This design comes from an exercise in tuning for small area on the open sky130 flow, not from production work.
The RTL was checked by simulation tests, not by an equivalence proof against the original design.
Power and IR drop assume default switching activity.

==> 02-13: inputs <==
Design spram_top, start of the top module:
module spram_top (
    input  logic                          clka,
    input  logic                          rsta,      
    input  logic                          req_en,    
    input  logic [(32 / 8)-1:0]   req_we,    
    input  logic [6-1:0]  req_addr,  
    input  logic [32-1:0]  req_din,   
    input  logic                          regcea,
    output logic [32-1:0]  douta
);
==> module spram_cell, before the edit <==
module spram_cell (
    input  logic clka,
    input  logic load,
    input  logic hold,
    input  logic xb,
    output logic s
);
    always @(posedge clka) s <= ~((hold | xb) & (load | s));
endmodule
==> module spram_rsel2, before the edit <==
module spram_rsel2 (
    input  logic nsel_a,
    input  logic a,
    input  logic nsel_b,
    input  logic b,
    output logic y
);
    assign y = ~((nsel_a | a) & (nsel_b | b));
endmodule
==> module spram_top, before the edit <==
module spram_top (
    input  logic                          clka,
    input  logic                          rsta,      
    input  logic                          req_en,    
    input  logic [(32 / 8)-1:0]   req_we,    
    input  logic [6-1:0]  req_addr,  
    input  logic [32-1:0]  req_din,   
    input  logic                          regcea,
    output logic [32-1:0]  douta
);
    localparam int num_bytes = (32 / 8);
    localparam int bw        = 8;
    localparam int dw        = 32;
    localparam int depth     = 1 << 6;
    logic phase;
    always @(posedge clka) phase <= ~phase;
    logic [dw-1:0] din_x;
    assign din_x = req_din ^ {dw{phase}};
    logic [dw-1:0] mem [depth];
    for (genvar i = 0; i < depth; i++) begin : gen_word
        for (genvar b = 0; b < num_bytes; b++) begin : gen_lane
            logic load;
            assign load = req_en & req_we[b] & (req_addr == i);
            for (genvar j = 0; j < bw; j++) begin : gen_bit
                spram_cell u_cell (
                    .clka (clka),
                    .load (load),
                    .hold (~load),
                    .xb   (din_x[b*bw + j]),
                    .s    (mem[i][b*bw + j])
                );
            end
        end
    end
    logic [6-1:0] rd_addr;
    logic                         p1_zero;
    always @(posedge clka) begin
        if (req_en) rd_addr <= req_addr;
    end
    always_ff @(posedge clka or posedge rsta) begin
        if (rsta)        p1_zero <= 1'b1;
        else if (req_en) p1_zero <= 1'b0;
    end
    logic [depth-1:0] rd_nsel;
    for (genvar i = 0; i < depth; i++) begin : gen_rdec
        assign rd_nsel[i] = ~((rd_addr == i) & ~p1_zero);
    end
    logic [dw-1:0] rd_inv;
    for (genvar j = 0; j < dw; j++) begin : gen_rcol
        logic [depth/2-1:0] pair;
        for (genvar k = 0; k < depth/2; k++) begin : gen_pair
            spram_rsel2 u_rsel (
                .nsel_a (rd_nsel[2*k]),
                .a      (mem[2*k][j]),
                .nsel_b (rd_nsel[2*k+1]),
                .b      (mem[2*k+1][j]),
                .y      (pair[k])
            );
        end
        assign rd_inv[j] = |pair;
    end
    logic [dw-1:0] p2_raw;
    logic          p2_pol;
    always_ff @(posedge clka or posedge rsta) begin
        if (rsta) begin
            p2_raw <= {32{1'b0}};
            p2_pol <= 1'b0;
        end else begin
            p2_raw <= rd_inv;
            p2_pol <= ~phase & ~p1_zero;
        end
    end
    always_ff @(posedge clka or posedge rsta) begin
        if (rsta)        douta <= {32{1'b0}};
        else if (regcea) douta <= p2_raw ^ {dw{p2_pol}};
    end
endmodule
Settings: LEC_CHECK=0, CAP_MARGIN=10, CORE_MARGIN=2, CORE_UTILIZATION=50, CTS_BUF_LIST=sky130_fd_sc_hd__clkbuf_8, CTS_CLUSTER_DIAMETER=50, CTS_CLUSTER_SIZE=14, SLEW_MARGIN=10, SYNTH_HIERARCHICAL=1; clock period 4.0 ns.
run.sh (not shown) runs the stock make flow with config.mk's settings and CLKGATE_MAP_FILE= SYNTH_SCRIPT=/design/flow/synth_recipe.tcl, a recipe that flattens the netlist after the stock synthesis.
==> inputs of 06-24, as changes to 02-13 <==
==> flow/design.v (replaced) <==
`default_nettype none
`timescale 1ns/1ps
module spram_core #(
    parameter int write_mode = 1
) (
    input  logic                          clka,
    input  logic                          rsta,      
    input  logic                          req_en,    
    input  logic [(32 / 8)-1:0]   req_we,    
    input  logic [6-1:0]  req_addr,  
    input  logic [32-1:0]  req_din,   
    output logic [32-1:0]  stage1     
);
    localparam int num_bytes = (32 / 8);
    localparam int depth     = 1 << 6;
    logic [32-1:0] mem [depth];
    logic [32-1:0] old_word;       
    logic [32-1:0] merged_word;    
    logic                         is_write;
    function automatic logic [32-1:0] merge_lanes(
        logic [32-1:0] base,
        logic [32-1:0] data,
        logic [(32 / 8)-1:0]  lanes);
        logic [32-1:0] result;
        result = base;
        for (int b = 0; b < num_bytes; b++) begin
            if (lanes[b]) begin
                result[b*8 +: 8] =
                    data[b*8 +: 8];
            end
        end
        merge_lanes = result;
    endfunction
    assign old_word    = mem[req_addr];
    assign merged_word = merge_lanes(old_word, req_din, req_we);
    assign is_write    = |req_we;
    always @(posedge clka) begin
        if (req_en) begin
            for (int b = 0; b < num_bytes; b++) begin
                if (req_we[b]) begin
                    mem[req_addr][b*8 +: 8] <=
                        req_din[b*8 +: 8];
                end
            end
        end
    end
    always_ff @(posedge clka or posedge rsta) begin
        if (rsta) begin
            stage1 <= {32{1'b0}};
        end else if (req_en) begin
            case (write_mode)
                0: begin
                    stage1 <= old_word;
                end
                1: begin
                    stage1 <= merged_word;     
                end
                2: begin
                    if (!is_write) begin
                        stage1 <= old_word;    
                    end
                end
                default: begin
                    stage1 <= old_word;
                end
            endcase
        end
    end
endmodule
`default_nettype wire
`default_nettype none
`timescale 1ns/1ps
module spram_out_pipe #(
    parameter int read_latency = 3
) (
    input  logic                         clka,
    input  logic                         rsta,
    input  logic [32-1:0] stage1,
    input  logic                         regcea,    
    output logic [32-1:0] douta
);
    if (read_latency == 1) begin : gen_direct
        assign douta = stage1;    
    end else begin : gen_pipe
        for (genvar i = 0; i < read_latency - 1; i++) begin : gen_stage
            logic [32-1:0] d;
            logic [32-1:0] q;
            logic                         load;
            if (i == 0) begin : gen_first
                assign d = stage1;
            end else begin : gen_next
                assign d = gen_stage[i-1].q;
            end
            assign load = (i == read_latency - 2) ? regcea : 1'b1;
            always_ff @(posedge clka or posedge rsta) begin
                if (rsta) begin
                    q <= {32{1'b0}};
                end else if (load) begin
                    q <= d;
                end
            end
        end
        assign douta = gen_stage[read_latency-2].q;
    end
endmodule
`default_nettype wire
`default_nettype none
`timescale 1ns/1ps
module spram_top #(
    parameter int write_mode   = 1,    
    parameter int read_latency = 3
) (
    input  logic                          clka,
    input  logic                          rsta,      
    input  logic                          req_en,    
    input  logic [(32 / 8)-1:0]   req_we,    
    input  logic [6-1:0]  req_addr,  
    input  logic [32-1:0]  req_din,   
    input  logic                          regcea,
    output logic [32-1:0]  douta
);
    logic [32-1:0] stage1;    
    spram_core #(
        .write_mode (write_mode)
    ) core0 (
        .clka     (clka),
        .rsta     (rsta),
        .req_en   (req_en),
        .req_we   (req_we),
        .req_addr (req_addr),
        .req_din  (req_din),
        .stage1   (stage1)
    );
    spram_out_pipe #(
        .read_latency (read_latency)
    ) pipe0 (
        .clka   (clka),
        .rsta   (rsta),
        .stage1 (stage1),
        .regcea (regcea),
        .douta  (douta)
    );
endmodule
`default_nettype wire
Settings changed: CAP_MARGIN 10 to 20, CORE_UTILIZATION 50 to 40, CTS_BUF_LIST sky130_fd_sc_hd__clkbuf_8 to unset, CTS_CLUSTER_DIAMETER 50 to unset, CTS_CLUSTER_SIZE 14 to unset, SLEW_MARGIN 10 to 20, SYNTH_HIERARCHICAL 1 to unset.
==> impl_metrics.py <==
metrics = {
    "cells_and_area": {
        "clkbuf_count": 287,
    },
    "die": {
        "die_w_um": 460,
    },
    "global_routing": {
        "met3_usage_pct": 5.69,
        "grt_max_degree": 66,
    },
    "placement": {
        "gp_congestion": 0.921,
    },
    "run_status": {
        "status": "no timing/DRC/antenna violations",
    },
    "critical_path": {
        "critPathMaxStageDelay_ns": 0.71,
    },
    "yosys": {
        "yosys.area_share.simple_pct": 3.35,
        "yosys_warnings": 2,
    },
}
(the above is from 06-24)
==> impl_metrics.py <==
metrics = {
    "run_status": {
        "status": "no timing/DRC/antenna violations",
    },
    "cells_and_area": {
        "clkbuf_count": 210,
    },
    "die": {
        "rows": 136,
        "die_w_um": 375,
        "pin_count": 78,
        "tapCellCount": 1794,
        "fp.coreArea_sq_um": 137000,
    },
    "placement": {
        "gp_congestion": 1.01,
    },
    "yosys": {
        "yosys.area_share.simple_pct": 8.25,
        "yosys_warnings": 9,
    },
    "global_routing": {
        "grt_max_degree": 65,
        "grt_pass1_vias": 58700,
        "met3_usage_pct": 10.8,
    },
    "critical_path": {
        "critPathMaxStageDelay_ns": 0.73,
    },
}
(the above is from 02-13)

---

==> job 2532: inputs <==
spram_top, a different RTL version from the one above (not shown whole).
==> module spram_top, before the edit <==
module spram_top (
    input  logic                          clka,
    input  logic                          rsta,      
    input  logic                          req_en,    
    input  logic [(32 / 8)-1:0]   req_we,    
    input  logic [6-1:0]  req_addr,  
    input  logic [32-1:0]  req_din,   
    input  logic                          regcea,
    output logic [32-1:0]  douta
);
    localparam int num_bytes = (32 / 8);
    localparam int bw        = 8;
    localparam int dw        = 32;
    localparam int depth     = 1 << 6;
    logic phase;
    always @(posedge clka) phase <= ~phase;
    logic [dw-1:0] din_x;
    assign din_x = req_din ^ {dw{phase}};
    logic [dw-1:0] mem [depth];
    for (genvar i = 0; i < depth; i++) begin : gen_word
        for (genvar b = 0; b < num_bytes; b++) begin : gen_lane
            logic load;
            assign load = req_en & req_we[b] & (req_addr == i);
            for (genvar j = 0; j < bw; j++) begin : gen_bit
                spram_cell u_cell (
                    .clka (clka),
                    .load (load),
                    .hold (~load),
                    .xb   (din_x[b*bw + j]),
                    .s    (mem[i][b*bw + j])
                );
            end
        end
    end
    logic [6-1:0] rd_addr;
    logic                         p1_zero;
    always @(posedge clka) begin
        if (req_en) rd_addr <= req_addr;
    end
    always_ff @(posedge clka or posedge rsta) begin
        if (rsta)        p1_zero <= 1'b1;
        else if (req_en) p1_zero <= 1'b0;
    end
    logic [dw-1:0] rd_raw;
    always_comb begin
        rd_raw = '0;
        for (int i = 0; i < depth; i++) begin
            if (rd_addr == i) rd_raw = rd_raw | mem[i];
        end
    end
    logic [dw-1:0] p2;
    always_ff @(posedge clka or posedge rsta) begin
        if (rsta)         p2 <= {32{1'b0}};
        else if (p1_zero) p2 <= {32{1'b0}};
        else              p2 <= rd_raw ^ {dw{phase}};
    end
    always_ff @(posedge clka or posedge rsta) begin
        if (rsta)        douta <= {32{1'b0}};
        else if (regcea) douta <= p2;
    end
endmodule
Settings: LEC_CHECK=0, CAP_MARGIN=20, CORE_MARGIN=2, CORE_UTILIZATION=40, SLEW_MARGIN=20, SYNTH_HIERARCHICAL=1; clock period 4.0 ns.
==> inputs of job 4416, as changes to job 2532 <==
--- a/flow/design.v
+++ b/flow/design.v
@@ -10,2 +10,13 @@
     always @(posedge clka) s <= ~((hold | xb) & (load | s));
+endmodule
+`default_nettype wire
+`default_nettype none
+module spram_rsel2 (
+    input  logic nsel_a,
+    input  logic a,
+    input  logic nsel_b,
+    input  logic b,
+    output logic y
+);
+    assign y = ~((nsel_a | a) & (nsel_b | b));
 endmodule
@@ -57,14 +68,30 @@
     end
-    logic [dw-1:0] rd_raw;
-    always_comb begin
-        rd_raw = '0;
-        for (int i = 0; i < depth; i++) begin
-            if (rd_addr == i) rd_raw = rd_raw | mem[i];
+    logic [depth-1:0] rd_nsel;
+    for (genvar i = 0; i < depth; i++) begin : gen_rdec
+        assign rd_nsel[i] = ~((rd_addr == i) & ~p1_zero);
+    end
+    logic [dw-1:0] rd_inv;
+    for (genvar j = 0; j < dw; j++) begin : gen_rcol
+        logic [depth/2-1:0] pair;
+        for (genvar k = 0; k < depth/2; k++) begin : gen_pair
+            spram_rsel2 u_rsel (
+                .nsel_a (rd_nsel[2*k]),
+                .a      (mem[2*k][j]),
+                .nsel_b (rd_nsel[2*k+1]),
+                .b      (mem[2*k+1][j]),
+                .y      (pair[k])
+            );
         end
+        assign rd_inv[j] = |pair;
     end
-    logic [dw-1:0] p2;
+    logic [dw-1:0] p2_raw;
+    logic          p2_pol;
     always_ff @(posedge clka or posedge rsta) begin
-        if (rsta)         p2 <= {32{1'b0}};
-        else if (p1_zero) p2 <= {32{1'b0}};
-        else              p2 <= rd_raw ^ {dw{phase}};
+        if (rsta) begin
+            p2_raw <= {32{1'b0}};
+            p2_pol <= 1'b0;
+        end else begin
+            p2_raw <= rd_inv;
+            p2_pol <= ~phase & ~p1_zero;
+        end
     end
@@ -72,3 +99,3 @@
         if (rsta)        douta <= {32{1'b0}};
-        else if (regcea) douta <= p2;
+        else if (regcea) douta <= p2_raw ^ {dw{p2_pol}};
     end
==> flow/flow/run.sh (new file) <==
#!/bin/bash
# The standard layout, with two changes: CTS inserts no dummy loads and
# uses clkbuf_8 clusters, and the port buffers are buf_1 cells.
set -uo pipefail
export CTS_ARGS="-sink_clustering_enable -repair_clock_nets -dont_use_dummy_load -buf_list sky130_fd_sc_hd__clkbuf_8 -sink_clustering_size 14 -sink_clustering_max_diameter 50"
export BUFFER_PORTS_ARGS="-buffer_cell sky130_fd_sc_hd__buf_1"
bash standard.sh > standard_make.log 2>&1
rc=$?
exit $rc
==> flow/standard.sh (new file) <==
#!/bin/bash
# synth_recipe.tcl (not shown) runs the flow's synth.tcl, then flattens the netlist and writes it again
# the make line also repeats each setting of config.mk as NAME=value (left out here)
make -C /OpenROAD-flow-scripts/flow DESIGN_CONFIG=/design/flow/config.mk WORK_HOME=/design/flow/orfs CLKGATE_MAP_FILE= SYNTH_SCRIPT=/design/flow/synth_recipe.tcl "${@:-finish}"
- CORE_UTILIZATION: 40 -> 50
- CTS_BUF_LIST: unset -> sky130_fd_sc_hd__clkbuf_8
- CTS_CLUSTER_DIAMETER: unset -> 50
- CTS_CLUSTER_SIZE: unset -> 14
removed: flow/run.sh
==> inputs of job 3793, as changes to job 2532 <==
--- a/flow/design.v
+++ b/flow/design.v
@@ -10,2 +10,13 @@
     always @(posedge clka) s <= ~((hold | xb) & (load | s));
+endmodule
+`default_nettype wire
+`default_nettype none
+module spram_rsel2 (
+    input  logic nsel_a,
+    input  logic a,
+    input  logic nsel_b,
+    input  logic b,
+    output logic y
+);
+    assign y = ~((nsel_a | a) & (nsel_b | b));
 endmodule
@@ -57,14 +68,30 @@
     end
-    logic [dw-1:0] rd_raw;
-    always_comb begin
-        rd_raw = '0;
-        for (int i = 0; i < depth; i++) begin
-            if (rd_addr == i) rd_raw = rd_raw | mem[i];
+    logic [depth-1:0] rd_nsel;
+    for (genvar i = 0; i < depth; i++) begin : gen_rdec
+        assign rd_nsel[i] = ~((rd_addr == i) & ~p1_zero);
+    end
+    logic [dw-1:0] rd_inv;
+    for (genvar j = 0; j < dw; j++) begin : gen_rcol
+        logic [depth/2-1:0] pair;
+        for (genvar k = 0; k < depth/2; k++) begin : gen_pair
+            spram_rsel2 u_rsel (
+                .nsel_a (rd_nsel[2*k]),
+                .a      (mem[2*k][j]),
+                .nsel_b (rd_nsel[2*k+1]),
+                .b      (mem[2*k+1][j]),
+                .y      (pair[k])
+            );
         end
+        assign rd_inv[j] = |pair;
     end
-    logic [dw-1:0] p2;
+    logic [dw-1:0] p2_raw;
+    logic          p2_pol;
     always_ff @(posedge clka or posedge rsta) begin
-        if (rsta)         p2 <= {32{1'b0}};
-        else if (p1_zero) p2 <= {32{1'b0}};
-        else              p2 <= rd_raw ^ {dw{phase}};
+        if (rsta) begin
+            p2_raw <= {32{1'b0}};
+            p2_pol <= 1'b0;
+        end else begin
+            p2_raw <= rd_inv;
+            p2_pol <= ~phase & ~p1_zero;
+        end
     end
@@ -72,3 +99,3 @@
         if (rsta)        douta <= {32{1'b0}};
-        else if (regcea) douta <= p2;
+        else if (regcea) douta <= p2_raw ^ {dw{p2_pol}};
     end
==> flow/flow/run.sh (new file) <==
#!/bin/bash
# The standard layout, with two changes: CTS inserts no dummy loads and
# uses clkbuf_8 clusters, and the port buffers are buf_1 cells.
set -uo pipefail
export CTS_ARGS="-sink_clustering_enable -repair_clock_nets -dont_use_dummy_load -buf_list sky130_fd_sc_hd__clkbuf_8 -sink_clustering_size 14 -sink_clustering_max_diameter 50"
export BUFFER_PORTS_ARGS="-buffer_cell sky130_fd_sc_hd__buf_1"
bash standard.sh > standard_make.log 2>&1
rc=$?
exit $rc
==> flow/standard.sh (new file) <==
#!/bin/bash
# synth_recipe.tcl (not shown) runs the flow's synth.tcl, then flattens the netlist and writes it again
# the make line also repeats each setting of config.mk as NAME=value (left out here)
make -C /OpenROAD-flow-scripts/flow DESIGN_CONFIG=/design/flow/config.mk WORK_HOME=/design/flow/orfs CLKGATE_MAP_FILE= SYNTH_SCRIPT=/design/flow/synth_recipe.tcl "${@:-finish}"
- CORE_UTILIZATION: 40 -> 62
- CTS_BUF_LIST: unset -> sky130_fd_sc_hd__clkbuf_8
- CTS_CLUSTER_DIAMETER: unset -> 50
- CTS_CLUSTER_SIZE: unset -> 14
removed: flow/run.sh
==> inputs of job 9748, as changes to job 2532 <==
--- a/flow/design.v
+++ b/flow/design.v
@@ -10,2 +10,13 @@
     always @(posedge clka) s <= ~((hold | xb) & (load | s));
+endmodule
+`default_nettype wire
+`default_nettype none
+module spram_rsel2 (
+    input  logic nsel_a,
+    input  logic a,
+    input  logic nsel_b,
+    input  logic b,
+    output logic y
+);
+    assign y = ~((nsel_a | a) & (nsel_b | b));
 endmodule
@@ -29,3 +40,6 @@
     logic phase;
-    always @(posedge clka) phase <= ~phase;
+    always @(posedge clka) begin
+        if (phase == 1'b1) phase <= 1'b0;
+        else               phase <= 1'b1;
+    end
     logic [dw-1:0] din_x;
@@ -57,14 +71,30 @@
     end
-    logic [dw-1:0] rd_raw;
-    always_comb begin
-        rd_raw = '0;
-        for (int i = 0; i < depth; i++) begin
-            if (rd_addr == i) rd_raw = rd_raw | mem[i];
+    logic [depth-1:0] rd_nsel;
+    for (genvar i = 0; i < depth; i++) begin : gen_rdec
+        assign rd_nsel[i] = ~((rd_addr == i) & ~p1_zero);
+    end
+    logic [dw-1:0] rd_inv;
+    for (genvar j = 0; j < dw; j++) begin : gen_rcol
+        logic [depth/2-1:0] pair;
+        for (genvar k = 0; k < depth/2; k++) begin : gen_pair
+            spram_rsel2 u_rsel (
+                .nsel_a (rd_nsel[2*k]),
+                .a      (mem[2*k][j]),
+                .nsel_b (rd_nsel[2*k+1]),
+                .b      (mem[2*k+1][j]),
+                .y      (pair[k])
+            );
         end
+        assign rd_inv[j] = |pair;
     end
-    logic [dw-1:0] p2;
+    logic [dw-1:0] p2_raw;
+    logic          p2_pol;
     always_ff @(posedge clka or posedge rsta) begin
-        if (rsta)         p2 <= {32{1'b0}};
-        else if (p1_zero) p2 <= {32{1'b0}};
-        else              p2 <= rd_raw ^ {dw{phase}};
+        if (rsta) begin
+            p2_raw <= {32{1'b0}};
+            p2_pol <= 1'b0;
+        end else begin
+            p2_raw <= rd_inv;
+            p2_pol <= ~phase & ~p1_zero;
+        end
     end
@@ -72,3 +102,3 @@
         if (rsta)        douta <= {32{1'b0}};
-        else if (regcea) douta <= p2;
+        else if (regcea) douta <= p2_raw ^ {dw{p2_pol}};
     end
==> flow/flow/run.sh (new file) <==
#!/bin/bash
# The standard layout, with two changes: CTS inserts no dummy loads and
# uses clkbuf_8 clusters, and the port buffers are buf_1 cells.
set -uo pipefail
export CTS_ARGS="-sink_clustering_enable -repair_clock_nets -dont_use_dummy_load -buf_list sky130_fd_sc_hd__clkbuf_8 -sink_clustering_size 14 -sink_clustering_max_diameter 50"
export BUFFER_PORTS_ARGS="-buffer_cell sky130_fd_sc_hd__buf_1"
bash standard.sh > standard_make.log 2>&1
rc=$?
exit $rc
==> flow/standard.sh (new file) <==
#!/bin/bash
# synth_recipe.tcl (not shown) runs the flow's synth.tcl, then flattens the netlist and writes it again
# the make line also repeats each setting of config.mk as NAME=value (left out here)
make -C /OpenROAD-flow-scripts/flow DESIGN_CONFIG=/design/flow/config.mk WORK_HOME=/design/flow/orfs CLKGATE_MAP_FILE= SYNTH_SCRIPT=/design/flow/synth_recipe.tcl "${@:-finish}"
- CORE_UTILIZATION: 40 -> 50
- CTS_BUF_LIST: unset -> sky130_fd_sc_hd__clkbuf_8
- CTS_CLUSTER_DIAMETER: unset -> 50
- CTS_CLUSTER_SIZE: unset -> 14
removed: flow/run.sh
==> comparison table <==
quantity	job 2532	job 4416	job 9748	job 3793
Switching power total	13.8 mW	10.6 mW	10.7 mW	10.6 mW
Clock latency at the later pin of the worst-skew pair	0.91 ns	0.99 ns	0.95 ns	0.93 ns
Synth cell types	61	35	35	35
Clock buf/inv share	8.39%	3.32%	3.39%	3.28%
Maximum clock rate	248 MHz	277 MHz	270 MHz	260 MHz
Maximum vdd ir drop	0.363 mV	0.378 mV	0.388 mV	0.369 mV
Shortest period the worst path allows	4.03 ns	3.60 ns	3.71 ns	3.85 ns
Logic gate share of total power	8.1%	10.1%	10.2%	10.4%
Post-Route Setup TNS	-0.0308 ns	0 ns	0 ns	0 ns
Die extent in x	427 um	375 um	375 um	337 um
Slack of the worst reg-to-reg path	-0.03 ns	0.40 ns	0.29 ns	0.15 ns
Synthesized area per cell	10.5 um2	10.5 um2	10.5 um2	10.5 um2
Number of storage elements in the synthesis netlist	2,120	2,121	2,121	2,121
Violation count after the first detailed-route iteration	13.7k	8,156	8,574	10.3k
Die Outline Area	0.183 mm2	0.141 mm2	0.141 mm2	0.114 mm2
Gp weighted congestion	1.09	1.02	0.978	1.02
Clk power	22.0 mW	11.0 mW	11.1 mW	10.7 mW
Int Power	38.3 mW	29.4 mW	29.5 mW	29.4 mW
Met1 track demand over resource	60.4%	53.6%	53.2%	60.6%
Outcome	complete, but fails checks	no timing/DRC/antenna violations	no timing/DRC/antenna violations	no timing/DRC/antenna violations
Violated checks	setup timing	-	-	-

-- separate check: timing with driven ports --
The flow's constraints put no driver on any port. The routed layouts listed below were extracted and timed again, unchanged, in two steps. Step 1 assumes that a clkbuf_16 drives the clock port and a buf_2 every other input. Step 2 also shifts input and output timing later by t, the mid clock arrival at the registers, as if the neighbouring blocks saw the same clock. Slacks: no drivers / after step 1 / after step 2; pairs: no drivers / after step 1.
run | t, ns | setup WS [ns] | worst setup path at the end | slew at the worst register clock pin (ns) | worst data-port slew with drivers (ns)
02-13 | 1.018 | 0.352 / 0.352 / 0.259 | input to register | 0.10 / 0.10 | 0.18
06-24 | 0.924 | 0.947 / 0.996 / 0.072 | input to register | 0.07 / 0.07 | 0.13
job 2532 | 0.996 | -0.031 / -0.031 / -0.231 | input to register | 0.07 / 0.07 | 0.11
job 4416 | 1.026 | 0.396 / 0.396 / 0.255 | input to register | 0.10 / 0.10 | 0.16
job 3793 | 0.974 | 0.150 / 0.150 / 0.081 | input to register | 0.10 / 0.10 | 0.19
job 9748 | 1.003 | 0.295 / 0.295 / -0.081 | input to register | 0.10 / 0.10 | 0.20
Met with ideal ports but missed after step 2: setup timing in job 9748. For 06-24, which loses most, drivers alone change the setup slack by +0.049 ns; drivers and shift together by -0.875 ns.
